From an optimization exercise on the open Yosys and OpenROAD flow, aimed at small area; shortcuts taken in it are not production practice.
The RTL was checked by simulation tests, not by an equivalence proof against the original design.
Power and IR drop assume default switching activity.

==> inputs of v35 <==
==> flow/design.v (excerpt) <==
module bn_top
(
  input  logic           clk_i,
  input  logic           rst_n_i,
  input  logic [15:0]    x_i,
  input  logic           x_valid_i,
  input  logic           mode_i,
  input  logic [31:0]    param_i,
  input  logic           param_valid_i,
  output logic [15:0]    y_o,
  output logic           y_valid_o
);
==> module bn_top, before the edit <==
module bn_top
(
  input  logic           clk_i,
  input  logic           rst_n_i,
  input  logic [15:0]    x_i,
  input  logic           x_valid_i,
  input  logic           mode_i,
  input  logic [31:0]    param_i,
  input  logic           param_valid_i,
  output logic [15:0]    y_o,
  output logic           y_valid_o
);
  logic [15:0] mem_q [8];
  logic [2:0]  idx_q;        
  logic [2:0]  rp_idx_q;     
  logic        rp_on_q;      
  logic        pv_q;         
  logic        byp_q;        
  logic [18:0] sum_q;
  logic [15:0] mxn_q, mn_q;
  logic [15:0] mean_q;
  logic [3:0]  sh_q;               
  logic [15:0] gam_q, bet_q;       
  logic [15:0] bgam_q, bbet_q;     
  logic [16:0] p_q;
  logic train, restart, last, first;
  assign train   = x_valid_i && mode_i;
  assign restart = (idx_q == 3'd0);
  assign last    = train && (idx_q == 3'd7);
  assign first   = rp_on_q && (rp_idx_q == 3'd0);
  logic [7:0]  rsel;
  logic [15:0] rd;
  always_comb begin
    rd = '0;
    for (int i = 0; i < 8; i++) begin
      rsel[i] = (rp_idx_q == 3'(i));
      rd = rd | ({16{rsel[i]}} & mem_q[i]);
    end
  end
  always_ff @(posedge clk_i) begin
    for (int i = 0; i < 8; i++)
      if (x_valid_i && idx_q == 3'(i)) mem_q[i] <= x_i;
  end
  logic [18:0] sum_nx;
  logic [15:0] xn;
  logic        x_gt, x_lt;
  assign xn = ~x_i;
  rc_add #(.W(19)) u_sum (
    .a  (sum_q & {19{!restart}}),
    .b  ({{3{x_i[15]}}, x_i}),
    .s  (sum_nx)
  );
  rc_carry #(.W(16)) u_gt (
    .a  ({~x_i[15], x_i[14:0]}),
    .b  ({~mxn_q[15], mxn_q[14:0]}),
    .co (x_gt)
  );
  rc_carry #(.W(16)) u_lt (
    .a  ({~mn_q[15], mn_q[14:0]}),
    .b  ({~xn[15], xn[14:0]}),
    .co (x_lt)
  );
  always_ff @(posedge clk_i) begin
    if (train) sum_q <= sum_nx;
    if (train && (restart || x_gt)) mxn_q <= xn;
    if (train && (restart || x_lt)) mn_q <= x_i;
    if (last) mean_q <= sum_nx[18:3];
  end
  logic [15:0] rsum, range;
  logic [3:0]  sh_nx, sh;
  rc_add #(.W(16)) u_range (.a(mxn_q), .b(mn_q), .s(rsum));
  assign range = ~rsum;
  always_comb begin
    sh_nx = 4'd13;
    for (int i = 3; i < 16; i++)
      if (range[i]) sh_nx = 4'(15 - i);
  end
  assign sh = first ? sh_nx : sh_q;
  logic [16:0] ndiff, diff, dsh;
  rc_add #(.W(17)) u_diff (
    .a  ({mean_q[15], mean_q}),
    .b  (~{rd[15], rd}),
    .s  (ndiff)
  );
  assign diff = ~ndiff;
  assign dsh  = diff << sh;
  always_ff @(posedge clk_i) begin
    if (first) begin
      sh_q   <= sh_nx;
      bgam_q <= gam_q;
      bbet_q <= bet_q;
    end
    p_q <= dsh;
  end
  logic [16:0] acc;
  logic [15:0] y_nx;
  bn_mac u_mac (.a(p_q), .b(bgam_q), .beta(bbet_q), .q(acc));
  assign y_nx = (acc[16] != acc[15]) ? {acc[16], {15{!acc[16]}}} : acc[15:0];
  always_ff @(posedge clk_i) begin
    y_o <= pv_q ? y_nx : rd;
  end
  always_ff @(posedge clk_i) begin
    if (!rst_n_i) begin
      idx_q     <= '0;
      rp_idx_q  <= '0;
      rp_on_q   <= 1'b0;
      pv_q      <= 1'b0;
      byp_q     <= 1'b0;
      y_valid_o <= 1'b0;
      gam_q     <= 16'h0100;
      bet_q     <= '0;
    end else begin
      if (train) idx_q <= idx_q + 3'd1;
      if (rp_on_q) rp_idx_q <= rp_idx_q + 3'd1;
      rp_on_q   <= last || (rp_on_q && rp_idx_q != 3'd7);
      pv_q      <= rp_on_q;
      byp_q     <= x_valid_i && !mode_i;
      y_valid_o <= pv_q || byp_q;
      if (param_valid_i) begin
        gam_q <= param_i[31:16];
        bet_q <= param_i[15:0];
      end
    end
  end
endmodule
Settings: LEC_CHECK=0, CAP_MARGIN=20, CORE_MARGIN=2, CORE_UTILIZATION=50, SLEW_MARGIN=20, SYNTH_HIERARCHICAL=1; clock period 15.0 ns.
standard.sh (not shown) runs the stock make flow with config.mk's settings and CLKGATE_MAP_FILE= SYNTH_SCRIPT=/design/flow/synth_recipe.tcl, a recipe that flattens the netlist after the stock synthesis.
==> flow/flow/run.sh <==
#!/bin/bash
# Standard ORFS layout with these changes: combinational cells that synthesis
# upsized start at drive strength 1 (placement repair upsizes where needed),
# the clock tree uses clkbuf_4 in clusters of at most 9 sinks and no dummy
# loads, and port buffers are buf_1.
set -euo pipefail
export RESULTS=$PWD/orfs/results/${FLOW_PLATFORM:-sky130hd}/bn_top/base
bash standard.sh synth > synth.log 2>&1
openroad -no_init -exit flow/downsize.tcl > downsize.log 2>&1
bash standard.sh \
  "CTS_ARGS=-sink_clustering_enable -repair_clock_nets -dont_use_dummy_load -buf_list sky130_fd_sc_hd__clkbuf_4 -sink_clustering_size 9 -sink_clustering_max_diameter 40" \
  "BUFFER_PORTS_ARGS=-buffer_cell sky130_fd_sc_hd__buf_1" \
  finish > layout.log 2>&1
==> flow/flow/downsize.tcl <==
# Set every combinational cell that synthesis upsized back to its smallest
# drive strength (_1); placement and timing repair upsize again where needed.
# Registers, tie cells and buffers are left alone.
set R $::env(RESULTS)
read_db $R/1_synth.odb
set db [ord::get_db]
set block [ord::get_db_block]
set n 0
foreach inst [$block getInsts] {
  set m [[$inst getMaster] getName]
  if {![regexp {^(sky130_fd_sc_hd__([a-z0-9]+))_([0-9]+)$} $m -> base kind sz]} { continue }
  if {$sz <= 1} { continue }
  if {[regexp {^(df|edf|sdf|dl|conb|tap|fill|decap|clk|buf|dlygate|probe|lpflow)} $kind]} { continue }
  set new [$db findMaster ${base}_1]
  if {$new eq "NULL" || $new eq ""} { continue }
  $inst swapMaster $new
  incr n
}
puts "downsized $n instances"
write_db $R/1_synth.odb
==> inputs of v21, as changes to v35 <==
--- a/flow/design.v
+++ b/flow/design.v
@@ -477,9 +477,9 @@
   logic [15:0] xn;
   logic        x_gt, x_lt;
   assign xn = ~x_i;
-  rc_add #(.W(19)) u_sum (
+  acc_add u_sum (
     .a  (sum_q & {19{!restart}}),
-    .b  ({{3{x_i[15]}}, x_i}),
+    .b  ({xn[15], x_i[14:0]}),
     .s  (sum_nx)
   );
   rc_carry #(.W(16)) u_gt (
@@ -496,7 +496,7 @@
     if (train) sum_q <= sum_nx;
     if (train && (restart || x_gt)) mxn_q <= xn;
     if (train && (restart || x_lt)) mn_q <= x_i;
-    if (last) mean_q <= sum_nx[18:3];
+    if (last) mean_q <= {~sum_nx[18], sum_nx[17:3]};
   end
   logic [15:0] rsum, range;
   logic [3:0]  sh_nx, sh;
@@ -573,6 +573,39 @@
     end
   end endgenerate
 endmodule
+module acc_add
+(
+  input  wire [18:0] a,
+  input  wire [15:0] b,
+  output wire [18:0] s
+);
+  wire [15:0] lo;
+  wire [2:0]  c;
+  wire        c16;
+  rc_add_co #(.W(16)) u_lo (.a(a[15:0]), .b(b), .s(lo), .co(c16));
+  ha_c u_h0 (.a(a[16]), .b(c16), .s(s[16]), .co(c[0]));
+  ha_c u_h1 (.a(a[17]), .b(c[0]), .s(s[17]), .co(c[1]));
+  assign s[18] = a[18] ^ c[1];
+  assign s[15:0] = lo;
+endmodule
+module rc_add_co #(parameter int W = 8)
+(
+  input  wire [W-1:0] a,
+  input  wire [W-1:0] b,
+  output wire [W-1:0] s,
+  output wire         co
+);
+  wire [W:0] c;
+  genvar i;
+  generate for (i = 0; i < W; i++) begin : g_bit
+    if (i == 0) begin : g_ha
+      ha_c u_ha (.a(a[i]), .b(b[i]), .s(s[i]), .co(c[i+1]));
+    end else begin : g_fa
+      fa_c u_fa (.a(a[i]), .b(b[i]), .c(c[i]), .s(s[i]), .co(c[i+1]));
+    end
+  end endgenerate
+  assign co = c[W];
+endmodule
 module rc_carry #(parameter int W = 8)
 (
   input  wire [W-1:0] a,
--- a/flow/config.mk
+++ b/flow/config.mk
@@ -7,6 +7,6 @@
 export LEC_CHECK = 0
 export CAP_MARGIN = 20
 export CORE_MARGIN = 2
-export CORE_UTILIZATION = 50
+export CORE_UTILIZATION = 75
 export SLEW_MARGIN = 20
 export SYNTH_HIERARCHICAL = 1
==> inputs of v10, as changes to v35 <==
--- a/flow/design.v
+++ b/flow/design.v
@@ -477,9 +477,9 @@
   logic [15:0] xn;
   logic        x_gt, x_lt;
   assign xn = ~x_i;
-  rc_add #(.W(19)) u_sum (
+  acc_add u_sum (
     .a  (sum_q & {19{!restart}}),
-    .b  ({{3{x_i[15]}}, x_i}),
+    .b  ({xn[15], x_i[14:0]}),
     .s  (sum_nx)
   );
   rc_carry #(.W(16)) u_gt (
@@ -496,7 +496,7 @@
     if (train) sum_q <= sum_nx;
     if (train && (restart || x_gt)) mxn_q <= xn;
     if (train && (restart || x_lt)) mn_q <= x_i;
-    if (last) mean_q <= sum_nx[18:3];
+    if (last) mean_q <= {~sum_nx[18], sum_nx[17:3]};
   end
   logic [15:0] rsum, range;
   logic [3:0]  sh_nx, sh;
@@ -573,6 +573,39 @@
     end
   end endgenerate
 endmodule
+module acc_add
+(
+  input  wire [18:0] a,
+  input  wire [15:0] b,
+  output wire [18:0] s
+);
+  wire [15:0] lo;
+  wire [2:0]  c;
+  wire        c16;
+  rc_add_co #(.W(16)) u_lo (.a(a[15:0]), .b(b), .s(lo), .co(c16));
+  ha_c u_h0 (.a(a[16]), .b(c16), .s(s[16]), .co(c[0]));
+  ha_c u_h1 (.a(a[17]), .b(c[0]), .s(s[17]), .co(c[1]));
+  assign s[18] = a[18] ^ c[1];
+  assign s[15:0] = lo;
+endmodule
+module rc_add_co #(parameter int W = 8)
+(
+  input  wire [W-1:0] a,
+  input  wire [W-1:0] b,
+  output wire [W-1:0] s,
+  output wire         co
+);
+  wire [W:0] c;
+  genvar i;
+  generate for (i = 0; i < W; i++) begin : g_bit
+    if (i == 0) begin : g_ha
+      ha_c u_ha (.a(a[i]), .b(b[i]), .s(s[i]), .co(c[i+1]));
+    end else begin : g_fa
+      fa_c u_fa (.a(a[i]), .b(b[i]), .c(c[i]), .s(s[i]), .co(c[i+1]));
+    end
+  end endgenerate
+  assign co = c[W];
+endmodule
 module rc_carry #(parameter int W = 8)
 (
   input  wire [W-1:0] a,
--- a/flow/config.mk
+++ b/flow/config.mk
@@ -7,6 +7,6 @@
 export LEC_CHECK = 0
 export CAP_MARGIN = 20
 export CORE_MARGIN = 2
-export CORE_UTILIZATION = 50
+export CORE_UTILIZATION = 65
 export SLEW_MARGIN = 20
 export SYNTH_HIERARCHICAL = 1
==> notes <==
Flip-flop and latch count is the same in v35 and v21. Between v21 and v35, the lower utilization is in v35 (gap 26 points). First-iteration DRC count, lowest first: v35, v10, v21. Final area: v10 is higher than v21 (about 0.5%). The lowest register-to-register slack belongs to v21, the highest to v35. Final cell count, highest first: v35, v10, v21. Sequential power is about the same in v21 and v35.

separate check: timing with driven ports:
The results above use ideal ports. As a check the final layouts listed here were re-extracted and re-timed, cells and wires unchanged. Step 1 assumes that a clkbuf_16 drives the clock port and a buf_2 every other input. Step 2 moves the port delays by t, midway between the first and last clock arrival at a register: inputs arrive t later, outputs are due t later. That takes back most of the time a late clock gives input paths. a / b / c = ideal ports / drivers / drivers and shift; a / b = the first two.
| run | t, ns | slack for setup (ns) | worst setup path at the end | slew at the worst register clock pin (ns) | worst data-port slew with drivers (ns) |
|---|---|---|---|---|---|
| v35 | 0.726 | 2.235 / 2.235 / 2.235 | register to register | 0.10 / 0.10 | 0.07 |
| v21 | 0.688 | 1.878 / 1.878 / 1.878 | register to register | 0.11 / 0.11 | 0.07 |
| v10 | 0.679 | 2.152 / 2.152 / 2.152 | register to register | 0.10 / 0.10 | 0.07 |
After both steps every run listed still meets setup and hold.
